Background: an optimization exercise with open tools, aiming at small area. Do not read the settings as production practice. Where RTL was checked, it was by simulation tests only, not by an equivalence proof against the original. The clock port is modelled as an ideal driver, which makes a skipped or thinned clock tree look cheaper than it is; a real chip needs a root buffer or a tree.

==> inputs of build 88 <==
==> flow/design.v <==
package tmfp_pkg;
    localparam int APB_ADDR_W = 4;
    localparam int APB_DATA_W = 32;
    localparam int TAG_W      = 8;
    localparam int WORD_W     = 32;
    localparam int SIZE_W     = 28;
    localparam int OPC_W      = 4;
    localparam int KIND_W     = 2;
    localparam int ERR_W      = 2;
    localparam int IDX_W      = 2;
    localparam logic [WORD_W:0] FIELD_BYTES = (WORD_W + 1)'(12);
    localparam logic [KIND_W-1:0] KIND_DESC = 2'd0;
    localparam logic [KIND_W-1:0] KIND_BYTE = 2'd1;
    localparam logic [KIND_W-1:0] KIND_ERR  = 2'd2;
    localparam logic [ERR_W-1:0] ERR_UINT_TAG = 2'd0;
    localparam logic [ERR_W-1:0] ERR_STR_TAG  = 2'd1;
    localparam logic [ERR_W-1:0] ERR_SIZE     = 2'd2;
    localparam logic [1:0] REG_HDR_TAG  = 2'd0;
    localparam logic [1:0] REG_UINT_TAG = 2'd1;
    localparam logic [1:0] REG_STR_TAG  = 2'd2;
endpackage
import tmfp_pkg::*;
module tagged_message_frame_parser_top (
    input  logic                  i_clk,
    input  logic                  i_rst_n,
    input  logic                  i_byte_valid,
    output logic                  i_byte_ready,
    input  logic [TAG_W-1:0]      i_byte_in_byte,
    output logic                  o_res_valid,
    input  logic                  o_res_ready,
    output logic [KIND_W-1:0]     o_res_kind,
    output logic [WORD_W-1:0]     o_res_src_id,
    output logic [WORD_W-1:0]     o_res_dest_id,
    output logic [OPC_W-1:0]      o_res_opcode,
    output logic [SIZE_W-1:0]     o_res_packet_len,
    output logic [SIZE_W-1:0]     o_res_message_len,
    output logic [TAG_W-1:0]      o_res_msg_byte,
    output logic                  o_res_last,
    output logic [ERR_W-1:0]      o_res_error_code,
    input  logic                  i_psel,
    input  logic                  i_penable,
    input  logic                  i_pwrite,
    input  logic [APB_ADDR_W-1:0] i_paddr,
    input  logic [APB_DATA_W-1:0] i_pwdata,
    output logic [APB_DATA_W-1:0] o_prdata,
    output logic                  o_pready
);
    localparam logic [4:0] S_TU1   = 5'b000_00;   
    localparam logic [4:0] S_TU2   = 5'b000_01;   
    localparam logic [4:0] S_TU3   = 5'b000_10;   
    localparam logic [4:0] S_TS    = 5'b000_11;   
    localparam logic [4:0] S_HDR0  = 5'b001_00;
    localparam logic [4:0] S_SRC0  = 5'b010_00;
    localparam logic [4:0] S_DST0  = 5'b011_00;
    localparam logic [4:0] S_LEN0  = 5'b100_00;
    localparam logic [4:0] S_MSG1  = 5'b101_00;   
    localparam logic [4:0] S_MSGN  = 5'b101_01;   
    localparam logic [4:0] S_H_D   = 5'b110_00;   
    localparam logic [4:0] S_H_B   = 5'b110_01;   
    localparam logic [4:0] S_H_E0  = 5'b110_10;   
    localparam logic [4:0] S_H_E1  = 5'b111_10;   
    localparam logic [4:0] S_H_E2  = 5'b111_11;   
    logic [TAG_W-1:0]  r_hdr_tag_n, r_uint_tag_n, r_str_tag_n;
    logic [TAG_W-1:0]  r_hdr_tag, r_uint_tag, r_str_tag;
    assign r_hdr_tag  = ~r_hdr_tag_n;
    assign r_uint_tag = ~r_uint_tag_n;
    assign r_str_tag  = ~r_str_tag_n;
    logic [4:0]        r_st, n_st;
    logic              r_valid;
    logic              r_lenok, n_lenok;
    logic [WORD_W-1:0] r_hdr, r_src, r_dst;
    logic              acc, res;
    logic [TAG_W-1:0]  b;
    logic              st_hunt, st_tag, st_hdr, st_src, st_dst, st_len, st_msg, st_msgn;
    logic [1:0]        idx;
    logic [SIZE_W-1:0] sum;
    logic              cout;
    logic              sum_zero, sum_one;
    assign b   = i_byte_in_byte;
    assign idx = r_st[1:0];
    assign st_hunt = r_st[4] & r_st[3];
    assign st_tag  = r_st[4:2] == 3'b000;
    assign st_hdr  = r_st[4:2] == 3'b001;
    assign st_src  = r_st[4:2] == 3'b010;
    assign st_dst  = r_st[4:2] == 3'b011;
    assign st_len  = r_st[4:2] == 3'b100;
    assign st_msg  = r_st[4:2] == 3'b101;
    assign st_msgn = st_msg & r_st[0];
    assign o_pready = 1'b1;
    always_comb begin
        o_prdata = '0;
        case (i_paddr[3:2])
            REG_HDR_TAG:  o_prdata[TAG_W-1:0] = r_hdr_tag;
            REG_UINT_TAG: o_prdata[TAG_W-1:0] = r_uint_tag;
            REG_STR_TAG:  o_prdata[TAG_W-1:0] = r_str_tag;
            default:      o_prdata = '0;
        endcase
    end
    assign i_byte_ready = !r_valid || o_res_ready;
    assign acc          = i_byte_valid && i_byte_ready;
    logic [4:0]        lo;
    logic              b4;       
    logic [6:1]        zn;       
    logic [7:1]        pz;       
    logic [SIZE_W:4]   bw;       
    assign lo = {1'b0, r_hdr[3:0]} + (st_msgn ? 5'h0F : 5'h04);
    assign sum[3:0] = lo[3:0];
    assign b4 = ~lo[4];
    for (genvar g = 1; g < 7; g++) begin : g_zn
        assign zn[g] = (r_hdr[4*g+3:4*g] == 4'd0);
    end
    assign pz[1] = 1'b1;
    assign pz[2] = zn[1];
    assign pz[3] = zn[1] & zn[2];
    assign pz[4] = pz[3] & zn[3];
    assign pz[5] = pz[3] & (zn[3] & zn[4]);
    assign pz[6] = pz[3] & (zn[3] & zn[4] & zn[5]);
    assign pz[7] = pz[3] & (zn[3] & zn[4] & zn[5] & zn[6]);
    for (genvar g = 1; g < 7; g++) begin : g_nib
        for (genvar j = 0; j < 4; j++) begin : g_bit
            if (j == 0) begin : g_b0
                assign bw[4*g] = b4 & pz[g];
            end else begin : g_bj
                assign bw[4*g+j] = b4 & pz[g] & (r_hdr[4*g+j-1:4*g] == '0);
            end
            assign sum[4*g+j] = r_hdr[4*g+j] ^ bw[4*g+j];
        end
    end
    assign bw[SIZE_W] = b4 & pz[7];
    assign cout = ~bw[SIZE_W];
    logic hdr_hi0;
    assign hdr_hi0  = (r_hdr[SIZE_W-1:4] == '0);
    assign sum_zero = hdr_hi0 & (r_hdr[3:0] == 4'd12);
    assign sum_one  = hdr_hi0 & (r_hdr[3:0] == (st_msgn ? 4'd2 : 4'd13));
    logic sel_h, sel_u, sel_s, sel_l0, sel_l1, sel_l2, sel_l3;
    logic [7:0] cmp_val;
    logic       match;
    assign sel_h  = st_hunt;
    assign sel_u  = st_tag & (idx != 2'd3);
    assign sel_s  = st_tag & (idx == 2'd3);
    assign sel_l0 = st_len & (idx == 2'd0);
    assign sel_l1 = st_len & (idx == 2'd1);
    assign sel_l2 = st_len & (idx == 2'd2);
    assign sel_l3 = st_len & (idx == 2'd3);
    assign cmp_val = ({8{sel_h}}  & r_hdr_tag)  |
                     ({8{sel_u}}  & r_uint_tag) |
                     ({8{sel_s}}  & r_str_tag)  |
                     ({8{sel_l0}} & {4'b0, sum[27:24]}) |
                     ({8{sel_l1}} & sum[23:16]) |
                     ({8{sel_l2}} & sum[15:8])  |
                     ({8{sel_l3}} & sum[7:0]);
    assign match = (b == cmp_val);
    always_comb begin
        n_st    = r_st;
        n_lenok = r_lenok;
        res     = 1'b0;
        if (st_hunt) begin
            if (match) n_st = S_HDR0;
        end else if (st_tag) begin
            if (idx == 2'd3) begin
                res = 1'b1;
                if (!match)          n_st = S_H_E1;
                else if (sum_zero)   n_st = S_H_D;
                else                 n_st = S_MSG1;
            end else begin
                if (!match) begin
                    res  = 1'b1;
                    n_st = S_H_E0;
                end else begin
                    n_st = {3'(idx) + 3'd2, 2'b00};
                end
            end
        end else if (st_msg) begin
            res = 1'b1;
            n_st = sum_one ? S_H_B : S_MSGN;
        end else begin
            n_st = r_st + 5'd1;
            if (idx == 2'd3) n_st = {3'b000, 2'(r_st[4:2] - 3'd1)};
            if (st_len) begin
                n_lenok = (idx == 2'd0 ? cout : r_lenok) & match;
                if (idx == 2'd3 && !n_lenok) begin
                    res  = 1'b1;
                    n_st = S_H_E2;
                end
            end
        end
    end
    always_ff @(posedge i_clk) begin
        if (!i_rst_n) begin
            r_hdr_tag_n  <= '1;
            r_uint_tag_n <= '1;
            r_str_tag_n  <= '1;
        end else if (i_psel && i_penable && i_pwrite) begin
            case (i_paddr[3:2])
                REG_HDR_TAG:  r_hdr_tag_n  <= ~i_pwdata[TAG_W-1:0];
                REG_UINT_TAG: r_uint_tag_n <= ~i_pwdata[TAG_W-1:0];
                REG_STR_TAG:  r_str_tag_n  <= ~i_pwdata[TAG_W-1:0];
                default: ;
            endcase
        end
    end
    always_ff @(posedge i_clk) begin
        if (!i_rst_n) begin
            r_st    <= S_H_D;
            r_valid <= 1'b0;
        end else begin
            if (acc) r_st <= n_st;
            if (i_byte_ready) r_valid <= acc && res;
        end
    end
    always_ff @(posedge i_clk) begin
        if (acc) begin
            r_lenok <= n_lenok;
            if (st_hdr) r_hdr <= {r_hdr[23:0], b};
            else if (st_msg) r_hdr[SIZE_W-1:0] <= sum;
            if (st_src || st_msg) r_src <= {r_src[23:0], b};
            if (st_dst) r_dst <= {r_dst[23:0], b};
        end
    end
    assign o_res_valid       = r_valid;
    assign o_res_last        = st_hunt;
    assign o_res_kind        = !st_hunt ? {1'b0, r_st[0]} :
                               (r_st[1] ? KIND_ERR : {1'b0, r_st[0]});
    assign o_res_error_code  = {r_st[0], r_st[2] & ~r_st[0]};
    assign o_res_src_id      = r_src;
    assign o_res_dest_id     = r_dst;
    assign o_res_opcode      = r_hdr[WORD_W-1:SIZE_W];
    assign o_res_packet_len  = r_hdr[SIZE_W-1:0];
    assign o_res_message_len = sum;
    assign o_res_msg_byte    = r_src[TAG_W-1:0];
endmodule
==> flow/flow/run.sh <==
#!/bin/bash
# Own layout flow: the standard ORFS flow (standard.sh) with
#  - a copy of ORFS's scripts folder whose abc_area.script is replaced by
#    flow/abc_area.script (a stronger area mapping; registers are mapped by
#    dfflibmap as before, so their names and cells are unchanged);
#  - extra ORFS settings from flow/extra.mk appended to the standard flow's config.mk
#    (port buffers use buf_1, CTS buffer list, no CTS dummy loads).
# make's output goes to flow_make.log here; ORFS writes each step's log under
# orfs/logs, copied to flow_logs/ at the end.
set -euo pipefail
W=$PWD
rm -rf "$W/orfs_scripts"
cp -r "$FLOW_HOME/scripts" "$W/orfs_scripts"
cp "$W/flow/abc_area.script" "$W/orfs_scripts/abc_area.script"
cp config.mk own_config.mk
cat "$W/flow/extra.mk" >> own_config.mk
sed -e "s#DESIGN_CONFIG=[^ ]*#DESIGN_CONFIG=$W/own_config.mk SCRIPTS_DIR=$W/orfs_scripts#" standard.sh > own_standard.sh
status=0
bash own_standard.sh > flow_make.log 2>&1 || status=$?
cp -r orfs/logs flow_logs || true
exit $status
==> flow/flow/abc_area.script <==
strash
&get -n
&deepsyn -T 60
&dch -f
&nf -R 30
&put
topo
stime -c
buffer -c
upsize -c
dnsize -c
==> flow/flow/extra.mk <==
export BUFFER_PORTS_ARGS = -buffer_cell sky130_fd_sc_hd__buf_1
export CTS_ARGS = -sink_clustering_enable -repair_clock_nets -dont_use_dummy_load -buf_list {sky130_fd_sc_hd__clkbuf_8}
export SKIP_REPAIR_TIE_FANOUT = 1
==> flow/standard.sh <==
#!/bin/bash
# synth_recipe.tcl (not shown) runs the flow's synth.tcl, then flattens the netlist and writes it again
# the make line also repeats each setting of config.mk as NAME=value (left out here)
make -C /OpenROAD-flow-scripts/flow DESIGN_CONFIG=/design/flow/config.mk WORK_HOME=/design/flow/orfs CLKGATE_MAP_FILE= SYNTH_SCRIPT=/design/flow/synth_recipe.tcl "${@:-finish}"
==> flow/config.mk <==
export PLATFORM = sky130hd
export DESIGN_NAME = tagged_message_frame_parser_top
export DESIGN_NICKNAME = tagged_message_frame_parser_top
export VERILOG_FILES = /design/flow/design.v
export SDC_FILE = /design/flow/constraint.sdc
export NUM_CORES = 4
export LEC_CHECK = 0
export ABC_AREA = 1
export CAP_MARGIN = 20
export CORE_MARGIN = 2
export CORE_UTILIZATION = 40
export SLEW_MARGIN = 20
==> flow/constraint.sdc <==
create_clock -name core_clock -period 5.0 [get_ports {i_clk}]
set_input_delay 1.0000 -clock core_clock [delete_from_list [all_inputs] [get_ports {i_clk}]]
set_output_delay 1.0000 -clock core_clock [all_outputs]
set_load 0.01 [all_outputs]
==> build 9: changes against build 88 <==
--- a/flow/design.v
+++ b/flow/design.v
@@ -133,22 +133,17 @@
     assign sum_zero = hdr_hi0 & (r_hdr[3:0] == 4'd12);
     assign sum_one  = hdr_hi0 & (r_hdr[3:0] == (st_msgn ? 4'd2 : 4'd13));
-    logic sel_h, sel_u, sel_s, sel_l0, sel_l1, sel_l2, sel_l3;
-    logic [7:0] cmp_val;
-    logic       match;
-    assign sel_h  = st_hunt;
-    assign sel_u  = st_tag & (idx != 2'd3);
-    assign sel_s  = st_tag & (idx == 2'd3);
-    assign sel_l0 = st_len & (idx == 2'd0);
-    assign sel_l1 = st_len & (idx == 2'd1);
-    assign sel_l2 = st_len & (idx == 2'd2);
-    assign sel_l3 = st_len & (idx == 2'd3);
-    assign cmp_val = ({8{sel_h}}  & r_hdr_tag)  |
-                     ({8{sel_u}}  & r_uint_tag) |
-                     ({8{sel_s}}  & r_str_tag)  |
-                     ({8{sel_l0}} & {4'b0, sum[27:24]}) |
-                     ({8{sel_l1}} & sum[23:16]) |
-                     ({8{sel_l2}} & sum[15:8])  |
-                     ({8{sel_l3}} & sum[7:0]);
-    assign match = (b == cmp_val);
+    logic [7:0] tag_val, len_val;
+    logic       match, match_len, match_l3;
+    assign tag_val = st_hunt ? r_hdr_tag : ((idx == 2'd3) ? r_str_tag : r_uint_tag);
+    assign match   = (b == tag_val);
+    always_comb begin
+        case (idx)
+            2'd0:    len_val = {4'b0, sum[27:24]};
+            2'd1:    len_val = sum[23:16];
+            default: len_val = sum[15:8];
+        endcase
+    end
+    assign match_len = (b == len_val);
+    assign match_l3  = (b == sum[7:0]);
     always_comb begin
         n_st    = r_st;
@@ -178,6 +173,6 @@
             if (idx == 2'd3) n_st = {3'b000, 2'(r_st[4:2] - 3'd1)};
             if (st_len) begin
-                n_lenok = (idx == 2'd0 ? cout : r_lenok) & match;
-                if (idx == 2'd3 && !n_lenok) begin
+                n_lenok = (idx == 2'd0 ? cout : r_lenok) & match_len;
+                if (idx == 2'd3 && !(r_lenok && match_l3)) begin
                     res  = 1'b1;
                     n_st = S_H_E2;
--- a/flow/flow/run.sh
+++ b/flow/flow/run.sh
@@ -4,4 +4,7 @@
 #    flow/abc_area.script (a stronger area mapping; registers are mapped by
 #    dfflibmap as before, so their names and cells are unchanged);
+#  - cts.tcl in that copy builds the clock tree with flow/manual_cts.tcl
+#    (a root buffer driving 8 leaf buffers, each at the centre of a balanced
+#    cluster of flip-flops) instead of clock_tree_synthesis;
 #  - extra ORFS settings from flow/extra.mk appended to the standard flow's config.mk
 #    (port buffers use buf_1, CTS buffer list, no CTS dummy loads).
@@ -13,4 +16,7 @@
 cp -r "$FLOW_HOME/scripts" "$W/orfs_scripts"
 cp "$W/flow/abc_area.script" "$W/orfs_scripts/abc_area.script"
+grep -q '^log_cmd clock_tree_synthesis {\*}\$cts_args$' "$W/orfs_scripts/cts.tcl"
+sed -i "s#^log_cmd clock_tree_synthesis {\*}\\\$cts_args\$#source $W/flow/manual_cts.tcl; manual_cts sky130_fd_sc_hd__clkbuf_8 8 sky130_fd_sc_hd__clkbuf_8#" "$W/orfs_scripts/cts.tcl"
+grep -q 'manual_cts sky130' "$W/orfs_scripts/cts.tcl"
 cp config.mk own_config.mk
 cat "$W/flow/extra.mk" >> own_config.mk
==> flow/flow/abc_area.script (replaced) <==
strash
&get -n
&deepsyn -T 60
&dch -f
&nf -R 1000
&put
topo
stime -c
==> flow/flow/extra.mk (replaced) <==
export BUFFER_PORTS_ARGS = -buffer_cell sky130_fd_sc_hd__buf_1
export SKIP_REPAIR_TIE_FANOUT = 1
==> flow/flow/manual_cts.tcl (new file) <==
# Manual clock tree: the clock port drives NG leaf buffers directly, each
# placed at the centroid of a balanced cluster of flip-flop clock pins.
proc manual_cts {buf_master ng {root_master ""}} {
  set block [ord::get_db_block]
  set db [ord::get_db]
  set clknet [$block findNet i_clk]
  set master [$db findMaster $buf_master]
  set sinks {}
  foreach it [$clknet getITerms] {
    set inst [$it getInst]
    set bb [$inst getBBox]
    set x [expr {([$bb xMin] + [$bb xMax]) / 2}]
    set y [expr {([$bb yMin] + [$bb yMax]) / 2}]
    lappend sinks [list $it $x $y]
  }
  # recursive bisection into ng groups (ng a power of two), alternating axis
  set groups [list $sinks]
  set axis 1
  while {[llength $groups] < $ng} {
    set new {}
    foreach g $groups {
      set s [lsort -integer -index $axis $g]
      set h [expr {[llength $s] / 2}]
      lappend new [lrange $s 0 [expr {$h - 1}]] [lrange $s $h end]
    }
    set groups $new
    set axis [expr {3 - $axis}]
  }
  set src $clknet
  if {$root_master ne ""} {
    set rinst [odb::dbInst_create $block [$db findMaster $root_master] "clkbuf_root"]
    set sx 0; set sy 0
    foreach s $sinks { set sx [expr {$sx + [lindex $s 1]}]; set sy [expr {$sy + [lindex $s 2]}] }
    $rinst setLocation [expr {$sx / [llength $sinks]}] [expr {$sy / [llength $sinks]}]
    $rinst setPlacementStatus PLACED
    set src [odb::dbNet_create $block "clknet_root"]
    $src setSigType CLOCK
    [$rinst findITerm A] connect $clknet
    [$rinst findITerm X] connect $src
  }
  set k 0
  foreach g $groups {
    set sx 0; set sy 0
    foreach s $g { set sx [expr {$sx + [lindex $s 1]}]; set sy [expr {$sy + [lindex $s 2]}] }
    set n [llength $g]
    set cx [expr {$sx / $n}]; set cy [expr {$sy / $n}]
    set inst [odb::dbInst_create $block $master "clkbuf_leaf_$k"]
    $inst setLocation $cx $cy
    $inst setPlacementStatus PLACED
    set net [odb::dbNet_create $block "clknet_leaf_$k"]
    $net setSigType CLOCK
    [$inst findITerm A] connect $src
    [$inst findITerm X] connect $net
    foreach s $g { set it [lindex $s 0]; $it disconnect; $it connect $net }
    incr k
  }
}
CORE_UTILIZATION = 65   (was 40)
==> build 21: changes against build 88 <==
--- a/flow/design.v
+++ b/flow/design.v
@@ -61,9 +61,5 @@
     localparam logic [4:0] S_H_E1  = 5'b111_10;   
     localparam logic [4:0] S_H_E2  = 5'b111_11;   
-    logic [TAG_W-1:0]  r_hdr_tag_n, r_uint_tag_n, r_str_tag_n;
     logic [TAG_W-1:0]  r_hdr_tag, r_uint_tag, r_str_tag;
-    assign r_hdr_tag  = ~r_hdr_tag_n;
-    assign r_uint_tag = ~r_uint_tag_n;
-    assign r_str_tag  = ~r_str_tag_n;
     logic [4:0]        r_st, n_st;
     logic              r_valid;
@@ -76,5 +72,5 @@
     logic [SIZE_W-1:0] sum;
     logic              cout;
-    logic              sum_zero, sum_one;
+    logic              sum_hi0, sum_zero, sum_one;
     assign b   = i_byte_in_byte;
     assign idx = r_st[1:0];
@@ -129,8 +125,7 @@
     assign bw[SIZE_W] = b4 & pz[7];
     assign cout = ~bw[SIZE_W];
-    logic hdr_hi0;
-    assign hdr_hi0  = (r_hdr[SIZE_W-1:4] == '0);
-    assign sum_zero = hdr_hi0 & (r_hdr[3:0] == 4'd12);
-    assign sum_one  = hdr_hi0 & (r_hdr[3:0] == (st_msgn ? 4'd2 : 4'd13));
+    assign sum_hi0  = (sum[SIZE_W-1:1] == '0);
+    assign sum_zero = sum_hi0 & ~sum[0];
+    assign sum_one  = sum_hi0 & sum[0];
     logic sel_h, sel_u, sel_s, sel_l0, sel_l1, sel_l2, sel_l3;
     logic [7:0] cmp_val;
@@ -188,12 +183,12 @@
     always_ff @(posedge i_clk) begin
         if (!i_rst_n) begin
-            r_hdr_tag_n  <= '1;
-            r_uint_tag_n <= '1;
-            r_str_tag_n  <= '1;
+            r_hdr_tag  <= '0;
+            r_uint_tag <= '0;
+            r_str_tag  <= '0;
         end else if (i_psel && i_penable && i_pwrite) begin
             case (i_paddr[3:2])
-                REG_HDR_TAG:  r_hdr_tag_n  <= ~i_pwdata[TAG_W-1:0];
-                REG_UINT_TAG: r_uint_tag_n <= ~i_pwdata[TAG_W-1:0];
-                REG_STR_TAG:  r_str_tag_n  <= ~i_pwdata[TAG_W-1:0];
+                REG_HDR_TAG:  r_hdr_tag  <= i_pwdata[TAG_W-1:0];
+                REG_UINT_TAG: r_uint_tag <= i_pwdata[TAG_W-1:0];
+                REG_STR_TAG:  r_str_tag  <= i_pwdata[TAG_W-1:0];
                 default: ;
             endcase
==> flow/flow/abc_area.script (replaced) <==
strash
&get -n
&dch -f
&nf -R 1000
&put
topo
stime -c
buffer -c
upsize -c
dnsize -c
==> trial 17: changes against build 88 <==
--- a/flow/flow/run.sh
+++ b/flow/flow/run.sh
@@ -4,4 +4,7 @@
 #    flow/abc_area.script (a stronger area mapping; registers are mapped by
 #    dfflibmap as before, so their names and cells are unchanged);
+#  - cts.tcl in that copy builds the clock tree with flow/manual_cts.tcl
+#    (a root buffer driving 8 leaf buffers, each at the centre of a balanced
+#    cluster of flip-flops) instead of clock_tree_synthesis;
 #  - extra ORFS settings from flow/extra.mk appended to the standard flow's config.mk
 #    (port buffers use buf_1, CTS buffer list, no CTS dummy loads).
@@ -13,4 +16,7 @@
 cp -r "$FLOW_HOME/scripts" "$W/orfs_scripts"
 cp "$W/flow/abc_area.script" "$W/orfs_scripts/abc_area.script"
+grep -q '^log_cmd clock_tree_synthesis {\*}\$cts_args$' "$W/orfs_scripts/cts.tcl"
+sed -i "s#^log_cmd clock_tree_synthesis {\*}\\\$cts_args\$#source $W/flow/manual_cts.tcl; manual_cts sky130_fd_sc_hd__clkbuf_8 8 sky130_fd_sc_hd__clkbuf_8#" "$W/orfs_scripts/cts.tcl"
+grep -q 'manual_cts sky130' "$W/orfs_scripts/cts.tcl"
 cp config.mk own_config.mk
 cat "$W/flow/extra.mk" >> own_config.mk
==> flow/flow/extra.mk (replaced) <==
export BUFFER_PORTS_ARGS = -buffer_cell sky130_fd_sc_hd__buf_1
export SKIP_REPAIR_TIE_FANOUT = 1
==> flow/flow/manual_cts.tcl (new file) <==
# Manual clock tree: the clock port drives NG leaf buffers directly, each
# placed at the centroid of a balanced cluster of flip-flop clock pins.
proc manual_cts {buf_master ng {root_master ""}} {
  set block [ord::get_db_block]
  set db [ord::get_db]
  set clknet [$block findNet i_clk]
  set master [$db findMaster $buf_master]
  set sinks {}
  foreach it [$clknet getITerms] {
    set inst [$it getInst]
    set bb [$inst getBBox]
    set x [expr {([$bb xMin] + [$bb xMax]) / 2}]
    set y [expr {([$bb yMin] + [$bb yMax]) / 2}]
    lappend sinks [list $it $x $y]
  }
  # recursive bisection into ng groups (ng a power of two), alternating axis
  set groups [list $sinks]
  set axis 1
  while {[llength $groups] < $ng} {
    set new {}
    foreach g $groups {
      set s [lsort -integer -index $axis $g]
      set h [expr {[llength $s] / 2}]
      lappend new [lrange $s 0 [expr {$h - 1}]] [lrange $s $h end]
    }
    set groups $new
    set axis [expr {3 - $axis}]
  }
  set src $clknet
  if {$root_master ne ""} {
    set rinst [odb::dbInst_create $block [$db findMaster $root_master] "clkbuf_root"]
    set sx 0; set sy 0
    foreach s $sinks { set sx [expr {$sx + [lindex $s 1]}]; set sy [expr {$sy + [lindex $s 2]}] }
    $rinst setLocation [expr {$sx / [llength $sinks]}] [expr {$sy / [llength $sinks]}]
    $rinst setPlacementStatus PLACED
    set src [odb::dbNet_create $block "clknet_root"]
    $src setSigType CLOCK
    [$rinst findITerm A] connect $clknet
    [$rinst findITerm X] connect $src
  }
  set k 0
  foreach g $groups {
    set sx 0; set sy 0
    foreach s $g { set sx [expr {$sx + [lindex $s 1]}]; set sy [expr {$sy + [lindex $s 2]}] }
    set n [llength $g]
    set cx [expr {$sx / $n}]; set cy [expr {$sy / $n}]
    set inst [odb::dbInst_create $block $master "clkbuf_leaf_$k"]
    $inst setLocation $cx $cy
    $inst setPlacementStatus PLACED
    set net [odb::dbNet_create $block "clknet_leaf_$k"]
    $net setSigType CLOCK
    [$inst findITerm A] connect $src
    [$inst findITerm X] connect $net
    foreach s $g { set it [lindex $s 0]; $it disconnect; $it connect $net }
    incr k
  }
}
==> qor summary <==
|  | trial 17 | build 21 | build 9 | build 88 |
|---|---|---|---|---|
| Status | finished clean | complete, but fails checks | finished clean | finished clean |
| Violated checks | - | negative setup slack | - | - |
| Highest clock rate | 0.216 GHz | 0.177 GHz | 0.216 GHz | 0.216 GHz |
| Depth of the worst register-to-register path | 19 | 36 | 23 | 23 |
| Netlist cell types | 53 | 57 | 39 | 53 |
| Synth Area in Adders | 3.48% | 3.26% | 3.30% | 3.48% |
| Startpoint of the worst hold path | r_src[9] | r_dst[7] | r_src[10] | r_src[19] |
| Clock input transition at the sequential cells of the worst setup and hold paths | 100 ps | 70 ps | 90 ps | 80 ps |
| Number of buffers added for setup after CTS | 0 | 12 | 0 | 0 |
| Area of the core | 14500 sq um | 15100 sq um | 8760 sq um | 14500 sq um |
| Number of multi-input combinational cells in the layout | 311 | 348 | 324 | 311 |
| Post-route setup slack | 360 ps | -662 ps | 363 ps | 379 ps |
| Unrepaired setup endpoints after global routing | false | true | false | false |
| Worst Path Max Fanout | 5 | 3 | 6 | 5 |
| Chip width | 126 um | 128 um | 99.4 um | 126 um |
| Fin cells | 858 | 964 | 783 | 866 |
| Sequential share of cell area | 51.1% | 44.2% | 52.3% | 50.3% |
| Reg-to-Reg Start | r_st[2] | r_st[3] | r_st[3] | r_st[2] |
| Inverter count of the layout excluding clock inverters | 31 | 31 | 30 | 31 |
| Pre-CTS setup slack | 184 ps | -865 ps | 310 ps | 184 ps |
| Cell Count Post-Placement | 849 | 928 | 774 | 849 |
| Classification of the worst setup path | reg -> reg | reg -> reg | reg -> out | reg -> reg |
| Share of the cycle needed by the critical path after routing | 92.8% | 113% | 92.7% | 92.4% |
| Minimum period implied by the final worst setup slack | 4640 ps | 5660 ps | 4640 ps | 4620 ps |
| Placement row count | 44 | 45 | 34 | 44 |
No functional check of the RTL was part of build 9 and build 21. In build 9 and trial 17 the design's own scripts or RTL, not TritonCTS, make the clock network.

[static timing again, ports no longer ideal]
The flow's constraints put no driver on any port. The routed layouts listed below were extracted and timed again, unchanged, in two steps. Step 1, drivers: a clkbuf_16 drives i_clk and a buf_2 each remaining input, both assumed. Step 2 moves the port delays by t, midway between the first and last clock arrival at a register: inputs arrive t later, outputs are due t later. That takes back most of the time a late clock gives input paths. Three values: no drivers, after step 1, after step 2; two values: the first two.
run	shift t [ns]	setup WS [ns]	worst register clock-pin slew, ns	pins driven straight from the clock port
build 88	0.471	0.379 / 0.379 / 0.379	0.08 / 0.08	1
build 9	0.427	0.363 / 0.328 / 0.405	0.10 / 0.10	1
build 21	0.470	-0.662 / -0.662 / -0.662	0.07 / 0.07	1
trial 17	0.429	0.360 / 0.360 / 0.360	0.11 / 0.11	1
